This design comes from an exercise in tuning for small area on the open sky130 flow, not from production work.
Only simulation tests tie the RTL to the original design; equivalence was not proved.
Power figures rest on the tool's default switching activity, not on a simulated workload.

`flow/flow/run.sh`:
```
#!/bin/bash
# Layout flow: the standard synthesis, then the combinational logic is
# mapped again by ABC for area (every flip-flop, its name, its cell and the
# nets around it are kept), then the standard ORFS layout from floorplan on.
# Ports are buffered with the smallest buffer, and clock tree synthesis
# adds no dummy loads. Each tool writes its full output to a log here.
set -euo pipefail
HERE=$(pwd)
R=$HERE/orfs/results/$FLOW_PLATFORM/kavach_top/base
LIB=$FLOW_HOME/platforms/sky130hd/lib/sky130_fd_sc_hd__tt_025C_1v80.lib

export BUFFER_PORTS_ARGS="-buffer_cell sky130_fd_sc_hd__buf_1"
export CTS_ARGS="-sink_clustering_enable -repair_clock_nets -sink_clustering_size 50 -sink_clustering_max_diameter 60 -dont_use_dummy_load"

# 1. standard synthesis
bash standard.sh synth > synth.log 2>&1

# 2. area re-mapping of the combinational logic
cp "$R/1_2_yosys.v" "$HERE/standard_synth.v"
printf 'set_driving_cell sky130_fd_sc_hd__buf_1\nset_load 5\n' > "$HERE/abc.constr"
cat > "$HERE/remap.ys" <<EOY
read_liberty -ignore_miss_func $LIB
blackbox sky130_fd_sc_hd__dfxtp_1 sky130_fd_sc_hd__edfxtp_1 sky130_fd_sc_hd__conb_1
read_verilog $HERE/standard_synth.v
hierarchy -top $FLOW_TOP
flatten
rename -hide w:*.*
opt_clean -purge
abc -liberty $LIB -dont_use *probe* -dont_use *lpflow* -dont_use *clkdly* -script $HERE/flow/remap.abc -constr $HERE/abc.constr -D 8000
opt_clean -purge
stat -liberty $LIB
write_verilog -noattr -nohex -nodec $HERE/remapped.v
EOY
yosys -l "$HERE/remap.log" "$HERE/remap.ys" > /dev/null 2>&1
cp "$HERE/remapped.v" "$R/1_2_yosys.v"
rm -f "$R/1_synth.odb" "$R/1_synth.sdc"

# 3. standard layout from the re-mapped netlist
bash standard.sh > layout.log 2>&1
```
`flow/flow/remap.abc`:
```
strash
&get -n
&deepsyn -T 60
&put
dch -f
amap
topo
```
`flow/standard.sh`:
```
#!/bin/bash
# synth_recipe.tcl (not shown) runs the flow's synth.tcl, then flattens the netlist and writes it again
# the make line also repeats each setting of config.mk as NAME=value (left out here)
make -C /OpenROAD-flow-scripts/flow DESIGN_CONFIG=/design/flow/config.mk WORK_HOME=/design/flow/orfs CLKGATE_MAP_FILE= SYNTH_SCRIPT=/design/flow/synth_recipe.tcl "${@:-finish}"
```
`flow/config.mk`:
```
export PLATFORM = sky130hd
export DESIGN_NAME = kavach_top
export DESIGN_NICKNAME = kavach_top
export VERILOG_FILES = /design/flow/design.v
export SDC_FILE = /design/flow/constraint.sdc
export NUM_CORES = 4
export LEC_CHECK = 0
export CAP_MARGIN = 20
export CORE_MARGIN = 2
export CORE_UTILIZATION = 40
export SLEW_MARGIN = 20
```
`flow/constraint.sdc`:
```
create_clock -name core_clock -period 8.0 [get_ports {clk}]
set_input_delay 1.6000 -clock core_clock [delete_from_list [all_inputs] [get_ports {clk}]]
set_output_delay 1.6000 -clock core_clock [all_outputs]
set_load 0.01 [all_outputs]
```
`flow/design.v`:
```
`timescale 1ns/1ps
package kavach_pkg;
    localparam int TIMESTAMP_WIDTH = 16;
    typedef logic [11:0] adc_sample_t;
    typedef enum logic [1:0] {
        SEV_NONE   = 2'd0,
        SEV_MINOR  = 2'd1,
        SEV_MAJOR  = 2'd2,
        SEV_SEVERE = 2'd3
    } severity_e;
    typedef enum logic [2:0] {
        LVL_NONE     = 3'd0,
        LVL_LOW      = 3'd1,
        LVL_MEDIUM   = 3'd2,
        LVL_HIGH     = 3'd3,
        LVL_CRITICAL = 3'd4
    } threat_level_e;
    typedef enum logic [3:0] {
        ATK_NONE         = 4'd0,
        ATK_POWER_GLITCH = 4'd1,
        ATK_THERMAL      = 4'd2,
        ATK_COMBINED     = 4'd3
    } attack_type_e;
    typedef struct packed {
        logic      volt_anomaly;
        logic      curr_anomaly;
        severity_e severity;
    } power_flags_t;
    typedef struct packed {
        logic      temp_hi;
        logic      temp_lo;
        logic      sustained;
        severity_e severity;
    } temp_flags_t;
    typedef struct packed {
        threat_level_e level;
        attack_type_e  attack_type;
        logic [7:0]    score;
    } threat_t;
    typedef struct packed {
        logic alert_irq;
        logic clk_throttle_en;
        logic bus_isolate;
        logic sys_lockdown;
        logic crypto_zeroize;
    } response_t;
    typedef struct packed {
        logic [TIMESTAMP_WIDTH-1:0] timestamp;
        threat_t                    threat;
        adc_sample_t                snap_vdd;
        adc_sample_t                snap_temp;
    } forensic_entry_t;
endpackage
`timescale 1ns/1ps
module kavach_top (
    input  logic        clk,
    input  logic        reset,
    input  logic [11:0] vdd_sample,
    input  logic [11:0] idd_sample,
    input  logic [11:0] temp_sample,
    input  logic        sample_valid,
    input  logic [2:0]  forensic_read_slot,
    input  logic        forensic_read_req,
    input  logic        forensic_read_ack,
    output logic [14:0] threat,
    output logic [4:0]  response,
    output logic [54:0] forensic_entry,
    output logic        forensic_read_valid,
    output logic [3:0]  forensic_count
);
    function automatic logic gt_c(input logic [11:0] x, input logic [11:0] c);
        logic gt, eq;
        gt = 1'b0;
        eq = 1'b1;
        for (int i = 11; i >= 0; i--) begin
            gt = gt | (eq & x[i] & !c[i]);
            eq = eq & (x[i] == c[i]);
        end
        gt_c = gt;
    endfunction
    function automatic logic lt_c(input logic [11:0] x, input logic [11:0] c);
        logic lt, eq;
        lt = 1'b0;
        eq = 1'b1;
        for (int i = 11; i >= 0; i--) begin
            lt = lt | (eq & !x[i] & c[i]);
            eq = eq & (x[i] == c[i]);
        end
        lt_c = lt;
    endfunction
    function automatic logic [12:0] sub12(input logic [11:0] a, input logic [11:0] b);
        logic [12:0] r;
        logic c;
        c = 1'b1;
        for (int i = 0; i < 12; i++) begin
            r[i] = a[i] ^ !b[i] ^ c;
            c    = (a[i] & !b[i]) | (a[i] & c) | (!b[i] & c);
        end
        r[12] = !c;
        sub12 = r;
    endfunction
    function automatic logic [11:0] add12_s5(input logic [11:0] a, input logic [4:0] b);
        logic [4:0] lo;
        logic [6:0] inc, dec;
        logic c, ci, bi;
        c = 1'b0;
        for (int i = 0; i < 5; i++) begin
            lo[i] = a[i] ^ b[i] ^ c;
            c     = (a[i] & b[i]) | (a[i] & c) | (b[i] & c);
        end
        ci = 1'b1;
        bi = 1'b1;
        for (int i = 0; i < 7; i++) begin
            inc[i] = a[i+5] ^ ci;
            ci     = ci & a[i+5];
            dec[i] = a[i+5] ^ bi;
            bi     = bi & !a[i+5];
        end
        if (b[4] == c)
            add12_s5 = {a[11:5], lo};
        else if (c)
            add12_s5 = {inc, lo};
        else
            add12_s5 = {dec, lo};
    endfunction
    function automatic logic [1:0] grade(input logic [12:0] d, input logic [11:0] t);
        logic o1, o2, o4;
        if (!d[12]) begin
            o1 = gt_c(d[11:0], t);
            o2 = gt_c(d[11:0], t << 1);
            o4 = gt_c(d[11:0], t << 2);
        end else begin
            o1 = lt_c(d[11:0], 12'(4096 - 32'(t)));
            o2 = lt_c(d[11:0], 12'(4096 - 2 * 32'(t)));
            o4 = lt_c(d[11:0], 12'(4096 - 4 * 32'(t)));
        end
        grade = o4 ? 2'd3 : o2 ? 2'd2 : o1 ? 2'd1 : 2'd0;
    endfunction
    function automatic logic [2:0] level_of(input logic [1:0] p, input logic [1:0] t);
        level_of = ((p > t) ? {1'b0, p} : {1'b0, t}) + {2'b00, (p != 2'd0) && (t != 2'd0)};
    endfunction
    function automatic logic [14:0] threat_of(input logic [1:0] p, input logic [1:0] t);
        logic [1:0] atk;
        logic [2:0] sum;
        atk = {t != 2'd0, p != 2'd0};
        sum = {1'b0, p} + {1'b0, t};
        threat_of = {level_of(p, t), 2'b00, atk, sum, 5'b00000};
    endfunction
    logic        primed;
    logic [11:0] volt_base, curr_base;
    logic [12:0] volt_diff, curr_diff;
    logic [1:0]  volt_sev, curr_sev, psev_next;
    logic [1:0]  psev;               
    assign volt_diff  = sub12(vdd_sample, volt_base);
    assign curr_diff  = sub12(idd_sample, curr_base);
    assign volt_sev   = grade(volt_diff, 12'd200);
    assign curr_sev   = grade(curr_diff, 12'd150);
    assign psev_next  = (volt_sev > curr_sev) ? volt_sev : curr_sev;
    always_ff @(posedge clk) begin
        if (reset) begin
            primed    <= 1'b0;
            volt_base <= '0;
            curr_base <= '0;
        end else if (sample_valid) begin
            primed <= 1'b1;
            if (!primed) begin
                volt_base <= vdd_sample;
                curr_base <= idd_sample;
            end else begin
                if (volt_sev == 2'd0)
                    volt_base <= add12_s5(volt_base, volt_diff[8:4]);
                if (curr_sev == 2'd0)
                    curr_base <= add12_s5(curr_base, curr_diff[8:4]);
            end
        end
    end
    always_ff @(posedge clk) begin
        if (reset || !primed)
            psev <= 2'd0;
        else
            psev <= psev_next;
    end
    logic [1:0] hi_count;
    logic       cold;
    logic       hot_now;
    logic [1:0] tsev;
    assign hot_now = gt_c(temp_sample, 12'd150);
    always_ff @(posedge clk) begin
        if (reset)
            hi_count <= '0;
        else if (sample_valid)
            hi_count <= !hot_now ? 2'd0 : (hi_count == 2'd3) ? 2'd3 : hi_count + 2'd1;
    end
    always_ff @(posedge clk)
        cold <= lt_c(temp_sample, 12'd100);
    assign tsev = (hi_count == 2'd3) ? 2'd3 : (hi_count != 2'd0) ? 2'd2 : {1'b0, cold};
    logic       flags_valid, threat_valid;
    logic       quiet;                   
    logic [1:0] thr_p, thr_t;            
    logic [2:0] cand_level, thr_level;
    assign cand_level = level_of(psev, tsev);
    assign thr_level  = level_of(thr_p, thr_t);
    always_ff @(posedge clk) begin
        if (reset) begin
            flags_valid  <= 1'b0;
            threat_valid <= 1'b0;
            quiet        <= 1'b0;
            thr_p        <= '0;
            thr_t        <= '0;
        end else begin
            flags_valid  <= sample_valid;
            threat_valid <= flags_valid;
            if (flags_valid) begin
                quiet <= (cand_level == 3'd0);
                if (cand_level >= thr_level) begin
                    thr_p <= psev;
                    thr_t <= tsev;
                end else if (cand_level == 3'd0 && quiet) begin
                    thr_p <= '0;
                    thr_t <= '0;
                end
            end
        end
    end
    assign threat = threat_of(thr_p, thr_t);
    logic [2:0] prev_level;
    logic       lockdown;
    logic       capture;
    always_ff @(posedge clk) begin
        if (reset) begin
            prev_level <= '0;
            lockdown   <= 1'b0;
            capture    <= 1'b0;
        end else begin
            capture <= threat_valid && (thr_level > prev_level) && (thr_level >= 3'd2);
            if (threat_valid) begin
                prev_level <= thr_level;
                if (thr_level == 3'd4)
                    lockdown <= 1'b1;
            end
        end
    end
    assign response = {prev_level != 3'd0, prev_level >= 3'd2, prev_level >= 3'd3,
                       lockdown, lockdown};
    localparam int EW = 44;
    logic [15:0]   cycle_count;
    logic [11:0]   snap_vdd, snap_temp;
    logic [2:0]    wr_ptr;
    logic          full;
    logic          read_valid;
    logic [EW-1:0] log_mem [0:7];
    logic [EW-1:0] entry;
    logic [EW-1:0] new_entry;
    logic [15:0] cycle_next;
    always_comb begin
        logic c;
        c = 1'b1;
        for (int i = 0; i < 16; i++) begin
            cycle_next[i] = cycle_count[i] ^ c;
            c             = c & cycle_count[i];
        end
    end
    assign new_entry = {cycle_count, thr_p, thr_t, snap_vdd, snap_temp};
    always_ff @(posedge clk) begin
        if (sample_valid) begin
            snap_vdd  <= vdd_sample;
            snap_temp <= temp_sample;
        end
    end
    logic [7:0] row_we;
    logic       rd_take;
    logic [7:0] rd_sel;
    assign rd_take = forensic_read_req && !read_valid;
    always_comb begin
        for (int k = 0; k < 8; k++) begin
            row_we[k] = capture && (wr_ptr == 3'(k));
            rd_sel[k] = !read_valid && (forensic_read_slot == 3'(k));
        end
    end
    always_ff @(posedge clk) begin
        for (int k = 0; k < 8; k++)
            log_mem[k] <= (new_entry & {EW{row_we[k]}}) | (log_mem[k] & {EW{!row_we[k]}});
    end
    logic [EW-1:0] entry_next;
    always_comb begin
        entry_next = entry & {EW{read_valid}};
        for (int k = 0; k < 8; k++)
            entry_next = entry_next | (log_mem[k] & {EW{rd_sel[k]}});
    end
    always_ff @(posedge clk)
        entry <= entry_next;
    always_ff @(posedge clk) begin
        if (reset) begin
            cycle_count <= '0;
            wr_ptr      <= '0;
            full        <= 1'b0;
            read_valid  <= 1'b0;
        end else begin
            cycle_count <= cycle_next;
            if (capture) begin
                wr_ptr <= wr_ptr + 3'd1;
                if (wr_ptr == 3'd7)
                    full <= 1'b1;
            end
            if (read_valid) begin
                if (forensic_read_ack)
                    read_valid <= 1'b0;
            end else if (forensic_read_req) begin
                read_valid <= 1'b1;
            end
        end
    end
    assign forensic_entry      = {entry[43:28], threat_of(entry[27:26], entry[25:24]), entry[23:0]};
    assign forensic_read_valid = read_valid;
    assign forensic_count      = full ? 4'd8 : {1'b0, wr_ptr};
endmodule
```
==> impl_metrics.json, run 1 <==
{
  "run_status": "no timing/DRC/antenna violations",
  "n_fill_cell": 3849,
  "slew_violations": 0,
  "startpoint_type": "input port",
  "grt_pass1_vias": 10590,
  "rows": 76,
  "areaGrowthSynthToFinish_pct": 12.59,
  "clock_sinks": 483,
  "initial_utilization": 0.4059,
  "drive_above_1_share": 0.05111,
  "port_buffers": 109,
  "top_usage_layer": "met2",
  "setup-tns-final_ns": 0,
  "globalplace.congestion": 0.8549,
  "ctsHoldBuffers": 0,
  "critPathMaxFanout": 5,
  "period_share": 0.7173,
  "fp.dieH_um": 213.3,
  "worstHoldPathCells": 2,
  "wl_per_cell_um": 22.19,
  "finClkSkew_ns": 0.1074,
  "drv_cap": 0,
  "cts_resized": 0,
  "grt_usage": 0.1878,
  "grt_setup_unrepaired": "false",
  "pre_cts_ws_ns": 1.702,
  "ant_nets": 0,
  "p_leak_nw": 6.257,
  "first_iter_violations": 1349,
  "pin_count": 124,
  "worstRegToRegCells": 28,
  "seqPwrFrac": 0.612,
  "worst_pin_slew_ns": 0.9631,
  "cp.required_ns": 8.45,
  "critPathKind": "in2reg",
  "syn_avg_cell_area_um2": 14.88,
  "vias": 11170,
  "grt_pass1_wl_um": 63900,
  "path_depth": 28,
  "final_hold_viol_count": 0,
  "dieArea_um2": 45500,
  "cts-root-buf": "clkbuf_16",
  "switching_share": 0.2266,
  "cp_slowest_stage_delay_ns": 0.57,
  "ir_worst_vdd_uv": 128.8,
  "grt_max_degree": 50,
  "combPwrFrac": 0.078,
  "fmax_mhz": 174.3,
  "min-delay-path-class": "reg2reg",
  "cp-end-kind": "flop",
  "met2_usage": 0.3118,
  "nets": 1396,
  "power.density_nw_per_um2": 233.0,
  "cts_made_buffers": 31,
  "drtPass1Iterations": 6,
  "cts_tree": "built",
  "cp_common_cell": "o21ai_0",
  "clk-insertion-delay-late_ns": 0.63,
  "drt-total-wl_um": 42980,
  "holdWs_ns": 0.4287,
  "crit_family": "compound AO/OA/AOI/OAI gates",
  "setup_viol": 0,
  "core-area_um2": 43170,
  "antenna_found_initial": 3,
  "min_period_ns": 5.738,
  "pwr-share-clk": 0.310,
  "synthCells": 1178,
  "cpMaxStageDelayCell": "o21ai_0",
  "synth_area_um2": 17520,
  "maxSlewHeadroom": 0.3580,
  "drc_errors": 0,
  "die_w_um": 213.3,
  "cts.htree.levels": 1,
  "crit_buf_inv": 1,
  "clock_path_buffers": 3,
  "grt.met1_usage": 0.2594,
  "clk_pin_slew_ns": 0.08,
  "worstPathArrival_ns": 6.18,
  "utilization": 0.4570,
  "viasPerCell": 5.765,
  "switching_power_w": 0.001042,
  "grt_overflow_total": 0,
  "power.internal_w": 0.003556,
  "ys.warnings.count": 2,
  "post_cts_buffers": 0,
  "dp_hpwl_um": 23310,
  "gr-usage-met3": 0.03265,
  "fin_ws_ns": 2.262
}
-- cell usage in the layout (no fill, tap or decap), drive strengths merged, types with 33 or more instances in the layout --
cell	count
nor3	38
buf	126
nand3	51
nand2	56
clkbuf	33
o21ai	60
edfxtp	376
nor2	111
a222oi	132
clkinv	87
a21oi	33
dfxtp	107
-- through the flow --
step | cells | area (um^2) | power, W
finish | 1937 | 19730 | 0.004598
global route | 1936 | 19730 | 0.004767
CTS | 1935 | 19730 | 0.004638
detailed placement | 1904 | 18950 | 0.003232
global placement | 1904 | 18950 | 0.003223
floorplan | 1191 | 17570 | 0.003080
-- worst paths after layout --
kind | to | from | slack [ns]
hold / removal | entry[17] | flop | 0.43
setup reg to reg | curr_base[8] | curr_base[2] | 2.95
setup / recovery | curr_base[8] | idd_sample[2] | 2.26
hold reg to reg | entry[17] | flop | 0.43
-- power groups by stage --
stage          Sequential (W)  Clock [W]  Combinational [W]
2_1_floorplan         0.00287          0           0.000211
3_3_place_gp          0.00287          0           0.000354
3_5_place_dp          0.00287          0           0.000359
4_1_cts               0.00282    0.00146           0.000360
5_1_grt               0.00283    0.00154           0.000400
6_report              0.00282    0.00142           0.000358
-- area by class of cell --
class	count	area [um^2]	share of cell area
clock buffer	31	775.7	0.03932
inverter	87	326.6	0.01655
tap	585	732.0	0.03710
sequential	483	13430	0.6808
multi-input combinational	621	3904	0.1978
antenna	2	5.005	0.0002536
timing repair buffer	128	554.3	0.02809
-- tightest hold or removal path: stages, from the launching register on --
cell      delay, ns
edfxtp_1       0.32
a222oi_1       0.06
nand3_1        0.06
-- layer usage --
| metal | wire length [um] | vias up |
|---|---|---|
| li1 | - | 5167 |
| met1 | 18500 | 5531 |
| met2 | 20440 | 413 |
| met3 | 3176 | 54 |
| met4 | 849 | 2 |
| met5 | 13 | - |
==> inputs of run 2 (changes only) <==
--- a/flow/flow/run.sh
+++ b/flow/flow/run.sh
@@ -12,3 +12,3 @@
 export BUFFER_PORTS_ARGS="-buffer_cell sky130_fd_sc_hd__buf_1"
-export CTS_ARGS="-sink_clustering_enable -repair_clock_nets -sink_clustering_size 50 -sink_clustering_max_diameter 60 -dont_use_dummy_load"
+export CTS_ARGS="-sink_clustering_enable -repair_clock_nets -sink_clustering_size 24 -sink_clustering_max_diameter 100 -dont_use_dummy_load -buf_list {sky130_fd_sc_hd__clkbuf_8 sky130_fd_sc_hd__clkbuf_16}"
 
==> run 2 against run 1 <==
- still clean
- die area stayed put
- hold slack better by 0.0090 ns
- power is 3.9% lower
- via count is 0.46% lower
- largest cell class unchanged
- highest routed layer unchanged
==> impl_metrics.json, run 2 <==
{
  "cp-end-kind": "flop",
  "slew_violations": 0,
  "cp.required_ns": 8.45,
  "power.density_nw_per_um2": 225.9,
  "drc_errors": 0,
  "stdcell_area_um2": 19560,
  "grt_usage": 0.1858,
  "drt-total-wl_um": 42660,
  "grt_overflow_total": 0,
  "grt_setup_unrepaired": "false",
  "startpoint_type": "input port",
  "total_power_w": 0.004418,
  "n_fill_cell": 3865,
  "globalplace.congestion": 0.8549,
  "dpl-instance-area_um2": 18950,
  "period_share": 0.7162,
  "synth_area_um2": 17520,
  "syn_avg_cell_area_um2": 14.88,
  "antenna_found_initial": 3,
  "cp_common_cell": "o21ai_0",
  "core-area_um2": 43170,
  "synthCells": 1178,
  "fp.dieH_um": 213.3,
  "drtPass1Iterations": 9,
  "clock_sinks": 483,
  "utilization": 0.4530,
  "initial_utilization": 0.4059,
  "cts.htree.levels": 1,
  "min-delay-path-class": "reg2reg",
  "areaGrowthSynthToFinish_pct": 11.60,
  "port_buffers": 109,
  "ctsHoldBuffers": 0,
  "cts_resized": 0,
  "run_status": "no timing/DRC/antenna violations",
  "first_iter_violations": 1279,
  "ant_nets": 0,
  "worst_pin_slew_ns": 0.9471,
  "cts_tree": "built",
  "pin_count": 124,
  "final_hold_viol_count": 0,
  "nets": 1389,
  "critPathKind": "in2reg",
  "grt_pass1_wl_um": 63420,
  "drive_above_1_share": 0.04617,
  "cts-root-buf": "clkbuf_16",
  "critPathMaxFanout": 5,
  "viasPerCell": 5.760,
  "clk_pin_slew_ns": 0.09,
  "worstPathArrival_ns": 6.18,
  "clock_path_buffers": 3,
  "dieArea_um2": 45500,
  "post_cts_buffers": 0,
  "wl_per_cell_um": 22.11,
  "cts_made_buffers": 24,
  "mostFrequentLayoutCell": "edfxtp_1",
  "clk-insertion-delay-late_ns": 0.56,
  "finClkSkew_ns": 0.03863,
  "vias": 11120,
  "p_leak_nw": 6.171,
  "min_period_ns": 5.730,
  "ys.warnings.count": 2,
  "cpMaxStageDelayCell": "o21ai_0",
  "rows": 76,
  "mostFrequentLayoutCells": "edfxtp_1, a222oi_1, nor2_1, buf_1, dfxtp_1",
  "maxSlewHeadroom": 0.3686,
  "grt_pass1_vias": 10490,
  "die_w_um": 213.3,
  "fmax_mhz": 174.5,
  "dp_hpwl_um": 23310,
  "drv_cap": 0,
  "ir_worst_vdd_uv": 104.9,
  "setup-tns-final_ns": 0,
  "grt_max_degree": 50,
  "setup_viol": 0,
  "cp_slowest_stage_delay_ns": 0.46
}
-- run 2: cell count changes in the layout (fill, tap and decap cells not counted) --
cell,delta
clkbuf_16,-7
-- run 2: worst paths after layout --
| check | startpoint | cells after the start | end | slack [ns] |
|---|---|---|---|---|
| worst max-delay path | vdd_sample[2] | 29 | volt_base[8] | 2.27 |
| worst min-delay path | flop | 2 | entry[25] | 0.44 |
| worst max register to register | curr_base[2] | 28 | curr_base[9] | 2.95 |
| worst min register to register | flop | 2 | entry[25] | 0.44 |
-- run 2: per-stage QoR --
step / instances / hold slack [ns] / setup WS [ns]
after detailed placement: 1904 / 0.4533 / 1.702
after floorplan: 1191 / 0.4374 / 2.617
after global placement: 1904 / 0.4515 / 1.859
after CTS: 1928 / 0.4248 / 2.233
final: 1930 / 0.4377 / 2.270
after global routing: 1929 / 0.4688 / 1.439
-- run 2: metal layers --
layer	track usage	vias up	part of all wire
met3	0.02809	40	0.076
met5	0	-	0.00030
li1	-	5139	-
met4	0.03903	2	0.016
met1	0.2605	5515	0.43
met2	0.3086	420	0.48
-- run 2: cell type report --
type | count | area [um^2] | share of cell area
Multi-Input combinational cell | 621 | 3904 | 0.1996
Inverter | 87 | 326.6 | 0.01670
Timing Repair Buffer | 128 | 554.3 | 0.02834
Antenna cell | 2 | 5.005 | 0.0002559
Tap cell | 585 | 732.0 | 0.03743
Sequential cell | 483 | 13430 | 0.6869
Clock buffer | 24 | 600.6 | 0.03071
-- run 2: critical path, delay by kind of cell --
family | cells | cell delay [ns]
AO/OA/AOI/OAI | 16 | 2.84
buffers and inverters | 2 | 0.34
AND/OR/NAND/NOR | 11 | 1.37
-- run 2: where the power goes --
group          total [W]  internal [W]  switching, W  leakage, nW
Sequential       0.00281       0.00276     0.0000572         4.33
Combinational   0.000358      0.000118      0.000240         1.55
Clock            0.00125      0.000536      0.000710        0.296
==> inputs of run 3 (changes only) <==
--- a/flow/flow/run.sh
+++ b/flow/flow/run.sh
@@ -12,3 +12,3 @@
 export BUFFER_PORTS_ARGS="-buffer_cell sky130_fd_sc_hd__buf_1"
-export CTS_ARGS="-sink_clustering_enable -repair_clock_nets -sink_clustering_size 24 -sink_clustering_max_diameter 100 -dont_use_dummy_load -buf_list {sky130_fd_sc_hd__clkbuf_8 sky130_fd_sc_hd__clkbuf_16}"
+export CTS_ARGS="-sink_clustering_enable -repair_clock_nets -sink_clustering_size 16 -sink_clustering_max_diameter 80 -dont_use_dummy_load -buf_list sky130_fd_sc_hd__clkbuf_8"
 
==> run 3 against run 2 <==
- still clean on timing, DRC and antenna
- cell count is 0.62% higher
- sequential share of layout area rose by 0.37 points
- setup slack improved by 0.011 ns
- clock skew rose by 0.0092 ns
- routed wire length rose by 0.95%
- fmax rose by 0.19%
- largest power group unchanged
- highest routed layer unchanged
==> impl_metrics.json, run 3 <==
{
  "n_fill_cell": 3894,
  "clk-insertion-delay-late_ns": 0.57,
  "switching_share": 0.2357,
  "dp.cells": 1904,
  "fmax_mhz": 174.9,
  "min_period_ns": 5.719,
  "cp_common_cell": "o21ai_0",
  "synthCells": 1178,
  "globalplace.congestion": 0.8549,
  "pwr-share-clk": 0.261,
  "clk_pin_slew_ns": 0.10,
  "fp.dieH_um": 213.3,
  "run_status": "no timing/DRC/antenna violations",
  "vias": 11200,
  "critPathMaxFanout": 5,
  "dieArea_um2": 45500,
  "syn_avg_cell_area_um2": 14.88,
  "ant_nets": 0,
  "slew_violations": 0,
  "drive_above_1_share": 0.05461,
  "mostFrequentLayoutCells": "edfxtp_1, a222oi_1, nor2_1, buf_1, dfxtp_1",
  "finClkSkew_ns": 0.04787,
  "startpoint_type": "input port",
  "setup_viol": 0,
  "r2r_setup_slack_ns": 2.93,
  "cts_made_buffers": 36,
  "grt_pass1_vias": 10640,
  "ctsHoldBuffers": 0,
  "ir_worst_vdd_uv": 114.0,
  "min-delay-path-class": "reg2reg",
  "grt_max_degree": 50,
  "dp_hpwl_um": 23310,
  "drv_cap": 0,
  "cpMaxStageDelayCell": "o21ai_0",
  "crit_path_end": "curr_base[9]",
  "combPwrFrac": 0.083,
  "critPathKind": "in2reg",
  "period_share": 0.7149,
  "cp_slowest_stage_delay_ns": 0.59,
  "mostFrequentLayoutCell": "edfxtp_1",
  "pin_count": 124,
  "core-area_um2": 43170,
  "grt_setup_unrepaired": "false",
  "clock_sinks": 483,
  "cp.required_ns": 8.46,
  "total_power_w": 0.004294,
  "seqPwrFrac": 0.655,
  "r2r-end": "curr_base[9]",
  "drc_errors": 0,
  "switching_power_w": 0.001012,
  "setup-tns-final_ns": 0,
  "crit_buf_inv": 1,
  "die_w_um": 213.3,
  "cts-root-buf": "clkbuf_8",
  "cts.htree.levels": 2,
  "clock_path_buffers": 3,
  "cts_tree": "built",
  "drtPass1Iterations": 9,
  "rows": 76,
  "antenna_found_initial": 3,
  "power.internal_w": 0.003282,
  "areaGrowthSynthToFinish_pct": 11.00,
  "initial_utilization": 0.4059,
  "wl_per_cell_um": 22.18,
  "fin_cells": 1942,
  "nets": 1401,
  "worstRegToRegCells": 28,
  "cp-end-kind": "flop",
  "ys.warnings.count": 2,
  "final_hold_viol_count": 0,
  "worstPathArrival_ns": 6.17,
  "power.density_nw_per_um2": 220.7,
  "synth_area_um2": 17520,
  "post_cts_buffers": 0,
  "drt-total-wl_um": 43070,
  "crit_start": "idd_sample[2]",
  "r2r-start": "curr_base[2]",
  "grt_pass1_wl_um": 64000,
  "crit_family": "compound AO/OA/AOI/OAI gates",
  "path_depth": 28,
  "maxSlewHeadroom": 0.3614,
  "cts_resized": 0,
  "first_iter_violations": 1411,
  "grt_usage": 0.1882,
  "grt_overflow_total": 0,
  "viasPerCell": 5.766,
  "p_leak_nw": 6.134,
  "port_buffers": 109,
  "worst_pin_slew_ns": 0.9579
}
[run 3: cell types whose count changed in the layout (fill, tap and decap cells not counted), sizes merged]
cell and delta:
clkbuf +12
[run 3: per-layer routing]
metal	vias up	share of wire	global-route usage	routed length, um
met5	-	0.00030	0	13
met4	2	0.016	0.04478	671
met3	49	0.077	0.03192	3305
met2	428	0.48	0.3105	20480
met1	5560	0.43	0.2613	18590
li1	5159	-	-	-
[run 3: how the worst min path moves through the flow]
stage | start | end | cells past startpoint
global route | flop | entry[13] | 2
detailed placement | flop | entry[10] | 2
global placement | flop | entry[33] | 2
finish | flop | entry[13] | 2
CTS | flop | entry[13] | 2
floorplan | flags_valid | threat_valid | 2
[run 3: final cells by class]
class	count	area [um^2]	share of cell area
Tap cell	585	732.0	0.03763
Multi-Input combinational cell	621	3904	0.2007
Sequential cell	483	13430	0.6907
Clock buffer	36	495.5	0.02547
Timing Repair Buffer	128	554.3	0.02850
Inverter	87	326.6	0.01679
Antenna cell	2	5.005	0.0002573
[run 3: tightest hold or removal path: stages, from the launching register on]
cell	delay (ns)
edfxtp_1	0.33
a222oi_1	0.06
nand3_1	0.07
[run 3: power by group through the flow]
stage                     combinational (W)  sequential [W]  clock [W]
after global routing               0.000400         0.00282    0.00124
after CTS                          0.000360         0.00282    0.00115
after global placement             0.000354         0.00287          0
after floorplan                    0.000211         0.00287          0
final                              0.000358         0.00281    0.00112
after detailed placement           0.000359         0.00287          0
[run 3: metrics by stage]
stage | util | setup slack [ns] | hold slack (ns) | area, um^2
finish | 0.4506 | 2.281 | 0.4383 | 19450
global route | 0.4505 | 1.456 | 0.4502 | 19450
CTS | 0.4504 | 2.248 | 0.4400 | 19450
floorplan | - | 2.617 | 0.4374 | 17570
detailed placement | 0.4390 | 1.702 | 0.4533 | 18950
global placement | 0.4390 | 1.859 | 0.4515 | 18950
==> inputs of run 4 (changes only) <==
--- a/flow/config.mk
+++ b/flow/config.mk
@@ -9,3 +9,4 @@
 export CORE_MARGIN = 2
-export CORE_UTILIZATION = 40
+export CORE_UTILIZATION = 60
+export PLACE_DENSITY = 0.75
 export SLEW_MARGIN = 20
==> run 4 against run 3 <==
- count of clock-buffer cells in the layout is the same
- largest power group unchanged
- sequential power is essentially flat
- area after synthesis is essentially flat
- utilization grew 22 points
- cell area shrank 1.1%
==> impl_metrics.json, run 4 <==
{
  "setup_viol": 0,
  "critPathKind": "in2reg",
  "grt_pass1_wl_um": 61160,
  "synth_area_um2": 17530,
  "r2r-end": "volt_base[8]",
  "antenna_cells": 0,
  "holdPathEnd": "entry[28]",
  "nets": 1405,
  "cts.htree.levels": 2,
  "cp_common_cell": "o21ai_0",
  "die_w_um": 174.9,
  "grt_overflow_total": 0,
  "total_power_w": 0.004301,
  "areaGrowthSynthToFinish_pct": 9.736,
  "r2r_setup_slack_ns": 2.60,
  "dp.cells": 1707,
  "grt_max_degree": 45,
  "drc_errors": 0,
  "drive_above_1_share": 0.05592,
  "cts_resized": 0,
  "clk_pin_slew_ns": 0.10,
  "cts_tree": "built",
  "port_buffers": 109,
  "min_period_ns": 6.072,
  "setup-tns-final_ns": 0,
  "critPathMaxFanout": 6,
  "mostFrequentLayoutCell": "edfxtp_1",
  "globalplace.congestion": 0.9476,
  "maxSlewHeadroom": 0.3644,
  "period_share": 0.7590,
  "worstHoldPathCells": 2,
  "drtPass1Iterations": 6,
  "crit_buf_inv": 3,
  "vias": 11330,
  "slew_violations": 0,
  "worstPathArrival_ns": 6.48,
  "dp_hpwl_um": 22150,
  "fin_cells": 1743,
  "p_leak_nw": 6.086,
  "drt-total-wl_um": 40040,
  "startpoint_type": "input port",
  "cp.required_ns": 8.41,
  "worstRegToRegCells": 28,
  "drv_cap": 0,
  "cts_made_buffers": 36,
  "wl_per_cell_um": 22.97,
  "cpMaxStageDelayCell": "o21ai_0",
  "ctsHoldBuffers": 0,
  "pin_count": 124,
  "mostFrequentLayoutCells": "edfxtp_1, a222oi_1, buf_1",
  "syn_avg_cell_area_um2": 14.87,
  "core-area_um2": 28700,
  "grt_setup_unrepaired": "false",
  "ir_worst_vdd_uv": 101.9,
  "cp-end-kind": "flop",
  "clock_sinks": 483,
  "run_status": "no timing/DRC/antenna violations",
  "post_cts_buffers": 0,
  "initial_utilization": 0.6107,
  "clk-insertion-delay-late_ns": 0.57,
  "synthCells": 1179,
  "viasPerCell": 6.499,
  "grt_usage": 0.2616,
  "first_iter_violations": 1644,
  "power.density_nw_per_um2": 223.6,
  "ant_nets": 0,
  "fmax_mhz": 164.7,
  "ys.warnings.count": 2,
  "r2r-start": "volt_base[2]",
  "clock_path_buffers": 3,
  "final_hold_viol_count": 0,
  "fp.dieH_um": 174.9,
  "rows": 62,
  "dieArea_um2": 30600,
  "finClkSkew_ns": 0.06465,
  "cp_slowest_stage_delay_ns": 0.56,
  "cts-root-buf": "clkbuf_8",
  "worst_pin_slew_ns": 0.9499,
  "antenna_found_initial": 0,
  "grt_pass1_vias": 10970,
  "crit_family": "compound AO/OA/AOI/OAI gates",
  "min-delay-path-class": "reg2reg"
}
-- run 4: changes by cell type in the layout (fill, tap and decap cells not counted), sizes merged, moves of 3 or more --
cell	delta
or2	-4
o22ai	+6
clkinv	+9
or3	-3
nor3	-3
buf	+4
o211ai	+3
nand2	-5
-- run 4: cell type report --
cell class	instances	area, um^2
Timing Repair Buffer	131	575.6
Inverter	96	360.3
Multi-Input combinational cell	613	3890
Clock buffer	36	495.5
Sequential cell	483	13430
Fill cell	2016	9467
Tap cell	384	480.5
-- run 4: tightest hold or removal path, delay by kind of cell (launching register included) --
kind / cells / cell delay (ns)
AO/OA/AOI/OAI: 1 / 0.06
flip-flops: 1 / 0.34
AND/OR/NAND/NOR: 1 / 0.06
-- run 4: worst max path at each step --
stage	start	end	slack (ns)	cells after the start
floorplan	vdd_sample[2]	volt_base[10]	2.49	27
global placement	vdd_sample[2]	volt_base[11]	1.83	28
detailed placement	vdd_sample[2]	volt_base[8]	1.59	28
CTS	vdd_sample[2]	volt_base[8]	2.10	29
global route	vdd_sample[2]	volt_base[11]	1.28	28
finish	vdd_sample[2]	volt_base[8]	1.93	28
-- run 4: routing by layer --
metal	global-route usage	wire length [um]
met2	0.4410	19590
met1	0.3645	15800
met5	0	0
met3	0.03525	3902
met4	0.06806	738
-- run 4: metrics by stage --
step | setup WS [ns] | area, um^2 | util | hold WS, ns
6_report | 1.928 | 19240 | 0.6702 | 0.4379
5_1_grt | 1.282 | 19240 | 0.6702 | 0.4716
4_1_cts | 2.098 | 19240 | 0.6702 | 0.4533
3_5_place_dp | 1.591 | 18740 | 0.6529 | 0.4478
3_3_place_gp | 1.830 | 18740 | 0.6529 | 0.4386
2_1_floorplan | 2.495 | 17580 | - | 0.4147
-- run 4: power breakdown --
part	switching (W)	total, W	internal, W
Sequential	0.0000642	0.00282	0.00276
Combinational	0.000248	0.000376	0.000128
Clock	0.000696	0.00110	0.000406
Total	0.00101	0.00430	0.00329
==> inputs of run 5 (changes only) <==
--- a/flow/flow/run.sh
+++ b/flow/flow/run.sh
@@ -5,3 +5,3 @@
 # Ports are buffered with the smallest buffer, and clock tree synthesis
-# adds no dummy loads. Each tool writes its full output to a log here.
+
 set -euo pipefail
@@ -11,2 +11,3 @@
 
+export SKIP_REPAIR_TIE_FANOUT=1
 export BUFFER_PORTS_ARGS="-buffer_cell sky130_fd_sc_hd__buf_1"
--- a/flow/config.mk
+++ b/flow/config.mk
@@ -9,4 +9,3 @@
 export CORE_MARGIN = 2
-export CORE_UTILIZATION = 60
-export PLACE_DENSITY = 0.75
+export CORE_UTILIZATION = 40
 export SLEW_MARGIN = 20
==> run 5 against run 4 <==
- clock skew is 0.011 ns higher
- largest power group unchanged
- die area is 49% higher
- critical endpoint is now volt_base[10]
- critical path type unchanged
- hold slack worse by 0.022 ns
- still clean on timing, DRC and antenna
==> impl_metrics.json, run 5 <==
{
  "switching_share": 0.2387,
  "clock_sinks": 483,
  "drv_cap": 0,
  "drtPass1Iterations": 6,
  "setup_viol": 0,
  "startpoint_type": "input port",
  "cts-root-buf": "clkbuf_8",
  "finClkSkew_ns": 0.07610,
  "mostFrequentLayoutCells": "edfxtp_1, a222oi_1, buf_1",
  "vias": 11160,
  "cpMaxStageDelayCell": "o21ai_0",
  "nets": 1390,
  "setup-tns-final_ns": 0,
  "run_status": "no timing/DRC/antenna violations",
  "clock_path_buffers": 3,
  "utilization": 0.4499,
  "worstRegToRegCells": 29,
  "cp.required_ns": 8.41,
  "ctsHoldBuffers": 0,
  "dieArea_um2": 45510,
  "switching_power_w": 0.001032,
  "r2r-start": "volt_base[2]",
  "worstPathArrival_ns": 6.45,
  "r2r-end": "volt_base[10]",
  "ir_worst_vdd_uv": 94.77,
  "min_period_ns": 6.035,
  "min-delay-path-class": "reg2reg",
  "pin_count": 124,
  "power.internal_w": 0.003292,
  "final_hold_viol_count": 0,
  "globalplace.congestion": 0.8551,
  "maxSlewHeadroom": 0.3734,
  "stdcell_area_um2": 19420,
  "initial_utilization": 0.4060,
  "grt_usage": 0.1905,
  "synthCells": 1179,
  "first_iter_violations": 1239,
  "antenna_cells": 0,
  "clk-insertion-delay-late_ns": 0.58,
  "power.density_nw_per_um2": 222.6,
  "port_buffers": 109,
  "syn_avg_cell_area_um2": 14.87,
  "worst_pin_slew_ns": 0.9364,
  "combPwrFrac": 0.088,
  "pwr-share-clk": 0.260,
  "grt_max_degree": 49,
  "synth_area_um2": 17530,
  "viasPerCell": 5.783,
  "dp_hpwl_um": 23360,
  "areaGrowthSynthToFinish_pct": 10.81,
  "core-area_um2": 43170,
  "mostFrequentLayoutCell": "edfxtp_1",
  "seqPwrFrac": 0.652,
  "dpl-instance-area_um2": 18930,
  "grt_pass1_vias": 10860,
  "rows": 76,
  "cp-end-kind": "flop",
  "p_leak_nw": 6.033,
  "drt-total-wl_um": 43370,
  "crit_start": "vdd_sample[2]",
  "grt_pass1_wl_um": 65290,
  "drive_above_1_share": 0.05506,
  "crit_path_end": "volt_base[10]",
  "cts_resized": 0,
  "cts.htree.levels": 2,
  "die_w_um": 213.3,
  "critPathMaxFanout": 6,
  "ant_nets": 0,
  "r2r_setup_slack_ns": 2.60,
  "fp.dieH_um": 213.3,
  "cts_made_buffers": 36,
  "slew_violations": 0,
  "cts_tree": "built",
  "critPathKind": "in2reg",
  "period_share": 0.7544,
  "fmax_mhz": 165.7,
  "wl_per_cell_um": 22.48,
  "clk_pin_slew_ns": 0.09,
  "grt_overflow_total": 0,
  "post_cts_buffers": 0,
  "grt_setup_unrepaired": "false",
  "cp_common_cell": "o21ai_0",
  "ys.warnings.count": 2,
  "drc_errors": 0,
  "cp_slowest_stage_delay_ns": 0.50,
  "antenna_found_initial": 1
}
-- run 5: power by group through the flow --
stage / Combinational (W) / Clock (W) / Sequential [W]
floorplan: 0.000227 / 0 / 0.00287
global route: 0.000423 / 0.00125 / 0.00283
global placement: 0.000376 / 0 / 0.00288
detailed placement: 0.000380 / 0 / 0.00288
finish: 0.000379 / 0.00113 / 0.00282
CTS: 0.000381 / 0.00116 / 0.00282
-- run 5: metal layers --
| metal | wire [um] | vias up | GRT usage |
|---|---|---|---|
| met1 | 18550 | 5586 | 0.2590 |
| met3 | 2993 | 47 | 0.03046 |
| met5 | 0 | - | 0 |
| li1 | - | 5146 | - |
| met4 | 721 | 0 | 0.03975 |
| met2 | 21110 | 376 | 0.3253 |
-- run 5: per-stage QoR --
step	cells	hold slack (ns)	setup WS, ns	power (W)
3_5_place_dp	1893	0.4416	1.559	0.003259
6_report	1929	0.4161	1.965	0.004324
5_1_grt	1929	0.4452	1.288	0.004499
4_1_cts	1929	0.4116	2.088	0.004361
2_1_floorplan	1179	0.4147	2.495	0.003099
3_3_place_gp	1893	0.4334	1.818	0.003252
-- run 5: worst max-delay path: cells and delay by family --
kind	cells	cell delay, ns
AND/OR/NAND/NOR	11	1.55
buffers and inverters	3	0.39
AO/OA/AOI/OAI	15	2.90
-- run 5: worst min-delay path by stage --
stage                              from   endpoint  slack (ns)  depth (start not counted)
final                              flop  entry[23]        0.42                          2
after floorplan           prev_level[2]    capture        0.41                          1
after detailed placement          quiet      quiet        0.44                          2
after CTS                          flop  entry[23]        0.41                          2
after global routing               flop  entry[16]        0.45                          2
after global placement            quiet      quiet        0.43                          2
-- run 5: cell type report --
type                    count  area, um^2
fillers                  3929       23750
flip-flops and latches    483       13430
multi-input cells         600        3841
well taps                 585       732.0
repair buffers            129       560.5
clock buffers              36       495.5
inverters                  96       360.3
==> inputs of run 6 (changes only) <==
--- a/flow/flow/run.sh
+++ b/flow/flow/run.sh
@@ -11,3 +11,2 @@
 
-export SKIP_REPAIR_TIE_FANOUT=1
 export BUFFER_PORTS_ARGS="-buffer_cell sky130_fd_sc_hd__buf_1"
==> run 6 against run 5 <==
- routed wire length increased by 1.7%
- sequential share of layout area is 0.17 points lower
- critical path depth shrank 1
- global-route usage rose by 0.35 points
- clock skew is 0.017 ns higher
- hold slack improved by 0.011 ns
- cell count increased by 0.67%
- setup slack better by 0.11 ns
- via count up 0.56%
==> impl_metrics.json, run 6 <==
{
  "run_status": "no timing/DRC/antenna violations",
  "cts_tree": "built",
  "period_share": 0.7411,
  "fmax_mhz": 168.7,
  "clk_pin_slew_ns": 0.11,
  "cp_slowest_stage_delay_ns": 0.54,
  "ctsHoldBuffers": 0,
  "die_w_um": 213.3,
  "slew_violations": 0,
  "holdWs_ns": 0.4276,
  "stdcell_area_um2": 19470,
  "p_leak_nw": 6.076,
  "pre_cts_ws_ns": 1.556,
  "fin_ws_ns": 2.071,
  "wl_per_cell_um": 22.72,
  "grt_usage": 0.1940,
  "cts-root-buf": "clkbuf_8",
  "fp.dieH_um": 213.3,
  "grt_overflow_total": 0,
  "clock_path_buffers": 3,
  "drtPass1Iterations": 6,
  "maxSlewHeadroom": 0.3195,
  "grt_setup_unrepaired": "false",
  "clk-insertion-delay-late_ns": 0.61,
  "post_cts_buffers": 0,
  "r2r_setup_slack_ns": 2.72,
  "rows": 76,
  "syn_avg_cell_area_um2": 14.87,
  "startpoint_type": "input port",
  "cpMaxStageDelayCell": "o21ai_0",
  "ir_worst_vdd_uv": 92.55,
  "cts.htree.levels": 2,
  "ys.warnings.count": 2,
  "drv_cap": 0,
  "min-delay-path-class": "reg2reg",
  "initial_utilization": 0.4060,
  "port_buffers": 109,
  "grt_pass1_vias": 10740,
  "drc_errors": 0,
  "crit_buf_inv": 3,
  "antenna_found_initial": 1,
  "finClkSkew_ns": 0.09323,
  "viasPerCell": 5.777,
  "power.density_nw_per_um2": 222.9,
  "pin_count": 124,
  "synth_area_um2": 17530,
  "cp.required_ns": 8.45,
  "globalplace.congestion": 0.9209,
  "critPathKind": "in2reg",
  "synthCells": 1179,
  "mostFrequentLayoutCell": "edfxtp_1",
  "dp_hpwl_um": 23640,
  "dpl-instance-area_um2": 18980,
  "grt_pass1_wl_um": 65830,
  "antenna_cells": 0,
  "dieArea_um2": 45510,
  "first_iter_violations": 1373,
  "crit_family": "compound AO/OA/AOI/OAI gates",
  "mostFrequentLayoutCells": "edfxtp_1, a222oi_1, buf_1",
  "core-area_um2": 43170,
  "cts_made_buffers": 36,
  "worst_pin_slew_ns": 1.017,
  "vias": 11220,
  "ant_nets": 0,
  "min_period_ns": 5.929,
  "grt_max_degree": 45,
  "setup_viol": 0,
  "cp-end-kind": "flop",
  "utilization": 0.4510,
  "clock_sinks": 483,
  "setup-tns-final_ns": 0,
  "critPathMaxFanout": 6,
  "nets": 1403,
  "worstPathArrival_ns": 6.38,
  "cts_resized": 0,
  "areaGrowthSynthToFinish_pct": 11.08,
  "cp_common_cell": "o21ai_0",
  "final_hold_viol_count": 0,
  "drt-total-wl_um": 44120,
  "drive_above_1_share": 0.05453
}
-- run 6: changes by cell type in the layout (fill, tap and decap cells not counted), sizes merged --
cell | before | now
conb | 1 | 14
-- run 6: stage by stage --
| step | power [W] | cells |
|---|---|---|
| after global placement | 0.003253 | 1906 |
| after global routing | 0.004517 | 1942 |
| after detailed placement | 0.003259 | 1906 |
| after CTS | 0.004372 | 1942 |
| final | 0.004340 | 1942 |
| after floorplan | 0.003099 | 1192 |
-- run 6: worst min-delay path, cell delays in order, from the launching register on --
cell and delay [ns]:
edfxtp_1 0.33, a222oi_1 0.06, nand3_1 0.07
-- run 6: power breakdown --
part / leakage, nW / switching [W] / internal (W) / total [W]
Clock: 0.259 / 0.000732 / 0.000406 / 0.00114
Sequential: 4.31 / 0.0000625 / 0.00276 / 0.00282
Combinational: 1.51 / 0.000254 / 0.000127 / 0.000381
Total: 6.08 / 0.00105 / 0.00329 / 0.00434
-- run 6: cell type report --
type / count / area [um^2]
fillers: 3916 / 23700
flip-flops and latches: 483 / 13430
multi-input cells: 613 / 3890
well taps: 585 / 732.0
repair buffers: 129 / 560.5
clock buffers: 36 / 495.5
inverters: 96 / 360.3
-- run 6: final timing paths --
| check | start | end | cells past startpoint |
|---|---|---|---|
| hold reg to reg | flop | entry[15] | 2 |
| hold / removal | flop | entry[15] | 2 |
| setup / recovery | vdd_sample[2] | volt_base[8] | 28 |
| setup reg to reg | volt_base[2] | volt_base[8] | 28 |
-- run 6: layer usage --
| layer | track usage | up-vias | routed length [um] |
|---|---|---|---|
| met5 | 0 | - | 0 |
| met4 | 0.04334 | 0 | 629 |
| li1 | - | 5149 | - |
| met2 | 0.3233 | 445 | 21100 |
| met3 | 0.03852 | 49 | 3906 |
| met1 | 0.2642 | 5575 | 18490 |
==> inputs of run 7 (changes only) <==
--- a/flow/flow/run.sh
+++ b/flow/flow/run.sh
@@ -4,4 +4,6 @@
 # nets around it are kept), then the standard ORFS layout from floorplan on.
-# Ports are buffered with the smallest buffer, and clock tree synthesis
-
+# Changes to the standard layout: ports are buffered with the smallest
+# buffer, the one tie cell of synthesis drives all constant outputs, and
+# clock tree synthesis uses clkbuf_8 leaves and adds no dummy loads.
+# Each tool writes its full output to a log file in this folder.
 set -euo pipefail
@@ -11,2 +13,3 @@
 
+export SKIP_REPAIR_TIE_FANOUT=1
 export BUFFER_PORTS_ARGS="-buffer_cell sky130_fd_sc_hd__buf_1"
==> run 7 against run 6 <==
- still clean on timing, DRC and antenna
- critical path depth grew 1
- count of clock-buffer cells in the layout is the same
- synthesized cell count is the same
- power shrank 0.38%
- fmax shrank 1.8%
- utilization shrank 0.11 points
- largest cell class unchanged
- highest routed layer unchanged
==> impl_metrics.json, run 7 <==
{
  "run_status": "no timing/DRC/antenna violations",
  "mostFrequentLayoutCell": "edfxtp_1",
  "cp_common_cell": "o21ai_0",
  "areaGrowthSynthToFinish_pct": 10.81,
  "cts.htree.levels": 2,
  "fmax_mhz": 165.7,
  "regArea_um2": 13430,
  "synthCells": 1179,
  "cpMaxStageDelayCell": "o21ai_0",
  "stdcell_area_um2": 19420,
  "grt_overflow_total": 0,
  "antenna_found_initial": 1,
  "cts_resized": 0,
  "clk_pin_slew_ns": 0.09,
  "nets": 1390,
  "dieArea_um2": 45510,
  "ir_worst_vdd_uv": 94.77,
  "antenna_cells": 0,
  "drt-total-wl_um": 43370,
  "cp-end-kind": "flop",
  "worstPathArrival_ns": 6.45,
  "grt_max_degree": 49,
  "clock_path_buffers": 3,
  "cp.required_ns": 8.41,
  "wl_per_cell_um": 22.48,
  "clock_sinks": 483,
  "port_buffers": 109,
  "drv_cap": 0,
  "drive_above_1_share": 0.05506,
  "crit_start": "vdd_sample[2]",
  "drc_errors": 0,
  "core-area_um2": 43170,
  "finClkSkew_ns": 0.07610,
  "rows": 76,
  "period_share": 0.7544,
  "cts_made_buffers": 36,
  "grt_usage": 0.1905,
  "setup-tns-final_ns": 0,
  "ctsHoldBuffers": 0,
  "worst_pin_slew_ns": 0.9364,
  "ant_nets": 0,
  "power.density_nw_per_um2": 222.6,
  "grt_pass1_wl_um": 65290,
  "clk-insertion-delay-late_ns": 0.58,
  "die_w_um": 213.3,
  "setup_viol": 0,
  "critPathKind": "in2reg",
  "post_cts_buffers": 0,
  "ys.warnings.count": 2,
  "final_hold_viol_count": 0,
  "mostFrequentLayoutCells": "edfxtp_1, a222oi_1, buf_1",
  "cts_tree": "built",
  "viasPerCell": 5.783,
  "grt_setup_unrepaired": "false",
  "min_period_ns": 6.035,
  "n_fill_cell": 3929,
  "startpoint_type": "input port",
  "min-delay-path-class": "reg2reg",
  "grt_pass1_vias": 10860,
  "globalplace.congestion": 0.8551,
  "p_leak_nw": 6.033,
  "synth_area_um2": 17530,
  "cp_slowest_stage_delay_ns": 0.50,
  "initial_utilization": 0.4060,
  "first_iter_violations": 1239,
  "syn_avg_cell_area_um2": 14.87,
  "multi_input_area_um2": 3841,
  "critPathMaxFanout": 6,
  "maxSlewHeadroom": 0.3734,
  "dp_hpwl_um": 23360,
  "vias": 11160,
  "drtPass1Iterations": 6,
  "r2r-start": "volt_base[2]",
  "pin_count": 124,
  "fp.dieH_um": 213.3,
  "cts-root-buf": "clkbuf_8",
  "dpl-instance-area_um2": 18930,
  "slew_violations": 0
}
run 7: through the flow:
stage / instances / setup slack (ns) / hold WS (ns) / power, W / utilization
3_5_place_dp: 1893 / 1.559 / 0.4416 / 0.003259 / 0.4384
3_3_place_gp: 1893 / 1.818 / 0.4334 / 0.003252 / 0.4384
4_1_cts: 1929 / 2.088 / 0.4116 / 0.004361 / 0.4499
6_report: 1929 / 1.965 / 0.4161 / 0.004324 / 0.4499
5_1_grt: 1929 / 1.288 / 0.4452 / 0.004499 / 0.4499
2_1_floorplan: 1179 / 2.495 / 0.4147 / 0.003099 / -
run 7: metal layers:
layer / wire [um] / track usage
met1: 18550 / 0.2590
met2: 21110 / 0.3253
met3: 2993 / 0.03046
met4: 721 / 0.03975
met5: 0 / 0
run 7: worst paths after layout:
path / endpoint / slack (ns) / depth (start not counted)
min: entry[23] / 0.42 / 2
max reg2reg: volt_base[10] / 2.60 / 29
min reg2reg: entry[23] / 0.42 / 2
max: volt_base[10] / 1.97 / 29
run 7: cell type report:
type,instances,share of cell area
Timing Repair Buffer,129,0.02886
Multi-Input combinational cell,600,0.1978
Clock buffer,36,0.02551
Sequential cell,483,0.6916
Tap cell,585,0.03768
Inverter,96,0.01855
run 7: critical path: cells and delay by family:
family	cells	cell delay, ns
AO/OA/AOI/OAI	15	2.90
AND/OR/NAND/NOR	11	1.55
buffers and inverters	3	0.39
run 7: where the power goes:
part	switching (W)	leakage (nW)	internal [W]	total, W
combinational	0.000252	1.47	0.000127	0.000379
clock	0.000719	0.259	0.000407	0.00113
sequential	0.0000616	4.31	0.00276	0.00282
total	0.00103	6.03	0.00329	0.00432
==> inputs of run 8 (changes only) <==
--- a/flow/flow/run.sh
+++ b/flow/flow/run.sh
@@ -15,3 +15,3 @@
 export BUFFER_PORTS_ARGS="-buffer_cell sky130_fd_sc_hd__buf_1"
-export CTS_ARGS="-sink_clustering_enable -repair_clock_nets -sink_clustering_size 16 -sink_clustering_max_diameter 80 -dont_use_dummy_load -buf_list sky130_fd_sc_hd__clkbuf_8"
+export CTS_ARGS="-sink_clustering_enable -repair_clock_nets -sink_clustering_size 10 -sink_clustering_max_diameter 60 -dont_use_dummy_load -buf_list sky130_fd_sc_hd__clkbuf_4"
 
==> run 8 against run 7 <==
- sequential cell count did not move
- routed wire length hardly changed
- non-clock buffer count unchanged
- sequential share of layout area up 0.32 points
- utilization is 0.21 points lower
- area after synthesis about the same
- hold slack got worse by 0.046 ns
- synthesized cell count about the same
- highest routed layer unchanged
- sequential power about the same
==> impl_metrics.json, run 8 <==
{
  "holdWs_ns": 0.3697,
  "clock_path_buffers": 3,
  "critPathMaxFanout": 5,
  "antenna_found_initial": 2,
  "period_share": 0.7108,
  "drive_above_1_share": 0.06902,
  "power.density_nw_per_um2": 218.2,
  "grt_overflow_total": 0,
  "cp.required_ns": 8.60,
  "stdcell_area_um2": 19330,
  "crit_buf_inv": 2,
  "port_buffers": 109,
  "n_fill_cell": 3899,
  "synth_area_um2": 17520,
  "pwr-share-clk": 0.248,
  "clk_pin_slew_ns": 0.11,
  "wl_per_cell_um": 22.26,
  "ant_nets": 0,
  "r2r-start": "curr_base[2]",
  "cts.htree.levels": 2,
  "drv_cap": 0,
  "drtPass1Iterations": 7,
  "ir_worst_vdd_uv": 88.09,
  "combPwrFrac": 0.085,
  "slew_violations": 0,
  "regArea_um2": 13430,
  "grt_setup_unrepaired": "false",
  "initial_utilization": 0.4059,
  "fmax_mhz": 175.9,
  "crit_start": "vdd_sample[2]",
  "worst_pin_slew_ns": 0.9258,
  "ys.warnings.count": 2,
  "grt_max_degree": 50,
  "clk-insertion-delay-late_ns": 0.83,
  "cts_tree": "built",
  "drc_errors": 0,
  "grt_pass1_vias": 10760,
  "ctsHoldBuffers": 0,
  "drt-total-wl_um": 43380,
  "globalplace.congestion": 0.8658,
  "pre_cts_ws_ns": 1.694,
  "grt_pass1_wl_um": 64560,
  "grt_usage": 0.1894,
  "cp_common_cell": "o21ai_0",
  "areaGrowthSynthToFinish_pct": 10.32,
  "min-delay-path-class": "reg2reg",
  "dpl-instance-area_um2": 18920,
  "worstPathArrival_ns": 6.29,
  "crit_family": "compound AO/OA/AOI/OAI gates",
  "setup-tns-final_ns": 0,
  "die_w_um": 213.3,
  "run_status": "no timing/DRC/antenna violations",
  "switching_share": 0.2439,
  "core-area_um2": 43170,
  "critPathKind": "in2reg",
  "final_hold_viol_count": 0,
  "dieArea_um2": 45500,
  "viasPerCell": 5.826,
  "cts-root-buf": "clkbuf_4",
  "multi_input_area_um2": 3861,
  "fin_ws_ns": 2.314,
  "cp_slowest_stage_delay_ns": 0.51,
  "fp.dieH_um": 213.3,
  "syn_avg_cell_area_um2": 14.88,
  "setup_viol": 0,
  "pin_count": 124,
  "cts_made_buffers": 55,
  "finClkSkew_ns": 0.1197,
  "nets": 1408,
  "dp_hpwl_um": 23350,
  "synthCells": 1178,
  "vias": 11360,
  "post_cts_buffers": 0,
  "total_power_w": 0.004219,
  "clock_sinks": 483,
  "seqPwrFrac": 0.667,
  "first_iter_violations": 1279,
  "cpMaxStageDelayCell": "o21ai_0",
  "startpoint_type": "input port",
  "cts_resized": 0,
  "mostFrequentLayoutCells": "edfxtp_1, a222oi_1, nor2_1, buf_1, dfxtp_1",
  "rows": 76,
  "cp-end-kind": "flop",
  "maxSlewHeadroom": 0.3813,
  "min_period_ns": 5.686,
  "switching_power_w": 0.001029,
  "power.internal_w": 0.003190,
  "mostFrequentLayoutCell": "edfxtp_1",
  "p_leak_nw": 6.093
}
run 8: worst paths after layout:
| path | cells after the start | slack [ns] | end |
|---|---|---|---|
| worst max-delay path | 29 | 2.31 | volt_base[8] |
| worst min-delay path | 2 | 0.37 | entry[21] |
| worst max register to register | 28 | 2.87 | curr_base[8] |
| worst min register to register | 2 | 0.37 | entry[21] |
run 8: cell type report:
cell class                      instances  area share
Multi-Input combinational cell        608      0.1997
Tap cell                              585     0.03786
Sequential cell                       483      0.6949
Clock buffer                           55     0.02136
Timing Repair Buffer                  129     0.02906
Inverter                               87     0.01689
Antenna cell                            2   0.0002589
run 8: power by group through the flow:
stage | combinational (W) | sequential, W | clock [W]
finish | 0.000359 | 0.00282 | 0.00104
global placement | 0.000353 | 0.00287 | 0
floorplan | 0.000211 | 0.00287 | 0
detailed placement | 0.000358 | 0.00287 | 0
global route | 0.000401 | 0.00283 | 0.00118
CTS | 0.000359 | 0.00282 | 0.00109
run 8: stage by stage:
step	std cells	utilization
6_report	1949	0.4478
5_1_grt	1948	0.4478
4_1_cts	1947	0.4477
3_5_place_dp	1892	0.4382
3_3_place_gp	1892	0.4380
2_1_floorplan	1178	-
run 8: worst min-delay path: cells and delay by family, from the launching register on:
kind	cells	cell delay [ns]
AOI/OAI and AO/OA	1	0.06
DFF	1	0.33
and+or+nand+nor	1	0.06
run 8: routing by layer:
metal  vias up  wire [um]  GRT usage
li1       5196          -          -
met3        55       3499    0.03942
met2       483      20650     0.3119
met1      5621      18610     0.2592
met5         -          0          0
met4         0        627    0.04334
==> inputs of run 9 (changes only) <==
--- a/flow/flow/run.sh
+++ b/flow/flow/run.sh
@@ -6,3 +6,3 @@
 # buffer, the one tie cell of synthesis drives all constant outputs, and
-# clock tree synthesis uses clkbuf_8 leaves and adds no dummy loads.
+# clock tree synthesis uses clkbuf_4 leaves and adds no dummy loads.
 # Each tool writes its full output to a log file in this folder.
==> run 9 against run 8 <==
- still clean
- clock power is essentially flat
- cell area hardly changed
- register-to-register slack worse by 0.26 ns
- fmax is 3.4% lower
- non-clock buffer count unchanged
- routed wire length increased by 0.38%
- power grew 0.38%
- synthesized cell count is essentially flat
- first-iteration DRC count rose by 4.5%
- hold slack lost 0.0012 ns
- combinational power increased by 5%
- area after synthesis barely moved
- critical endpoint is now volt_base[10]
- highest routed layer unchanged
==> impl_metrics.json, run 9 <==
{
  "setup-tns-final_ns": 0,
  "grt_pass1_wl_um": 65790,
  "viasPerCell": 5.775,
  "p_leak_nw": 6.023,
  "dp_hpwl_um": 23360,
  "synth_area_um2": 17530,
  "first_iter_violations": 1336,
  "clk-insertion-delay-late_ns": 0.78,
  "critPathKind": "in2reg",
  "ant_nets": 0,
  "final_hold_viol_count": 0,
  "clock_path_buffers": 3,
  "syn_avg_cell_area_um2": 14.87,
  "cts_tree": "built",
  "startpoint_type": "input port",
  "cts_resized": 0,
  "grt_usage": 0.1922,
  "slew_violations": 0,
  "fmax_mhz": 169.9,
  "grt_max_degree": 49,
  "setup_viol": 0,
  "pin_count": 124,
  "antenna_found_initial": 2,
  "port_buffers": 109,
  "die_w_um": 213.3,
  "areaGrowthSynthToFinish_pct": 10.31,
  "core-area_um2": 43170,
  "mostFrequentLayoutCells": "edfxtp_1, a222oi_1, buf_1",
  "n_fill_cell": 3942,
  "maxSlewHeadroom": 0.3784,
  "drv_cap": 0,
  "drt-total-wl_um": 43550,
  "fp.dieH_um": 213.3,
  "cts_made_buffers": 54,
  "dieArea_um2": 45510,
  "synthCells": 1179,
  "ctsHoldBuffers": 0,
  "run_status": "no timing/DRC/antenna violations",
  "globalplace.congestion": 0.8551,
  "cp-end-kind": "flop",
  "critPathMaxFanout": 6,
  "cp.required_ns": 8.55,
  "initial_utilization": 0.4060,
  "ir_worst_vdd_uv": 90.85,
  "grt_pass1_vias": 10990,
  "clock_sinks": 483,
  "nets": 1408,
  "post_cts_buffers": 0,
  "min-delay-path-class": "reg2reg",
  "cts-root-buf": "clkbuf_4",
  "worstPathArrival_ns": 6.44,
  "mostFrequentLayoutCell": "edfxtp_1",
  "drive_above_1_share": 0.06755,
  "cts.htree.levels": 2,
  "finClkSkew_ns": 0.1415,
  "grt_overflow_total": 0,
  "power.density_nw_per_um2": 219.0,
  "drc_errors": 0,
  "vias": 11250,
  "ys.warnings.count": 2,
  "drtPass1Iterations": 7,
  "min_period_ns": 5.885,
  "rows": 76,
  "wl_per_cell_um": 22.35,
  "worst_pin_slew_ns": 0.9290,
  "period_share": 0.7356,
  "clk_pin_slew_ns": 0.11,
  "grt_setup_unrepaired": "false",
  "total_power_w": 0.004235
}
==> run 9: final cells by class <==
cell class / count / area (um^2) / share of cell area
sequential: 483 / 13430 / 0.6948
multi-input combinational: 600 / 3841 / 0.1987
tap: 585 / 732.0 / 0.03785
timing repair buffer: 129 / 560.5 / 0.02899
clock buffer: 54 / 405.4 / 0.02097
inverter: 96 / 360.3 / 0.01864
antenna: 1 / 2.502 / 0.0001294
==> run 9: path summary, 6_finish.rpt <==
kind	cells after the start	endpoint	slack [ns]	from
setup / recovery	28	volt_base[10]	2.12	vdd_sample[2]
hold reg to reg	2	entry[23]	0.37	flop
hold / removal	2	entry[23]	0.37	flop
setup reg to reg	28	volt_base[10]	2.61	volt_base[2]
==> run 9: worst max-delay path, stage by stage <==
cell and delay (ns):
buf_1 0.12, nor2_1 0.14, a221oi_1 0.08, a21oi_1 0.26, o22ai_1 0.14, nand2_1 0.09, o21ai_0 0.10, o21ai_0 0.50
clkinv_1 0.21, a22oi_1 0.24, nand2_1 0.10, o21ai_0 0.11, o21ai_0 0.16, o21ai_0 0.34, nand2_1 0.08, o21ai_0 0.13
nor2_1 0.09, a21oi_1 0.23, nor2_1 0.10, nand2_1 0.14, clkinv_1 0.09, o21ai_0 0.25, nor2_1 0.09, and2_0 0.20
o22ai_1 0.26, o21ai_0 0.28, nand2_1 0.23, o22ai_1 0.10
==> run 9: through the flow <==
step           instances  area (um^2)    util  setup slack [ns]  hold slack, ns
3_5_place_dp        1893        18930  0.4384             1.559          0.4416
2_1_floorplan       1179        17530       -             2.495          0.4147
6_report            1948        19340  0.4479             2.115          0.3685
5_1_grt             1948        19340  0.4479             1.512          0.4152
4_1_cts             1947        19330  0.4478             2.314          0.3683
3_3_place_gp        1893        18930  0.4384             1.818          0.4334
==> run 9: report_power, final <==
part	total, W	switching [W]	internal (W)
clock network	0.00104	0.000728	0.000309
logic	0.000378	0.000252	0.000127
registers	0.00282	0.0000617	0.00276
==> run 9: per-layer routing <==
| metal | routed length [um] | vias up | track usage |
|---|---|---|---|
| li1 | - | 5214 | - |
| met1 | 18230 | 5567 | 0.2600 |
| met2 | 21230 | 418 | 0.3242 |
| met3 | 3391 | 50 | 0.03559 |
| met4 | 703 | 0 | 0.04382 |
| met5 | 0 | - | 0 |

==> what the ideal ports hide <==
Ports are ideal in the flow. The routed layouts listed here were re-timed in OpenROAD. Step 1 sets driving cells, clkbuf_16 on the clock port and buf_2 on the other inputs (assumed; they add their load-dependent delay and slew). Step 2 moves the port delays by t, midway between the first and last clock arrival at a register: inputs arrive t later, outputs are due t later. That takes back most of the time a late clock gives input paths. Slacks: no drivers / after step 1 / after step 2; pairs: no drivers / after step 1.
run | t (ns) | setup WS [ns] | worst hold slack (ns)
run 1 | 0.631 | 2.262 / 2.295 / 1.664 | 0.429 / 0.429 / 0.429
run 2 | 0.585 | 2.270 / 2.303 / 1.718 | 0.438 / 0.438 / 0.438
run 3 | 0.592 | 2.281 / 2.312 / 1.720 | 0.438 / 0.438 / 0.438
run 4 | 0.580 | 1.928 / 1.934 / 1.354 | 0.438 / 0.438 / 0.438
run 5 | 0.586 | 1.965 / 1.993 / 1.407 | 0.416 / 0.416 / 0.416
run 6 | 0.620 | 2.071 / 2.088 / 1.468 | 0.428 / 0.428 / 0.428
run 7 | 0.586 | 1.965 / 1.993 / 1.407 | 0.416 / 0.416 / 0.416
run 8 | 0.805 | 2.314 / 2.341 / 1.536 | 0.370 / 0.370 / 0.370
run 9 | 0.761 | 2.115 / 2.146 / 1.385 | 0.369 / 0.369 / 0.369
After both steps every run listed still meets setup and hold. The setup slack of run 8, which loses most, moves by +0.027 ns with the drivers and by -0.778 ns with both steps.
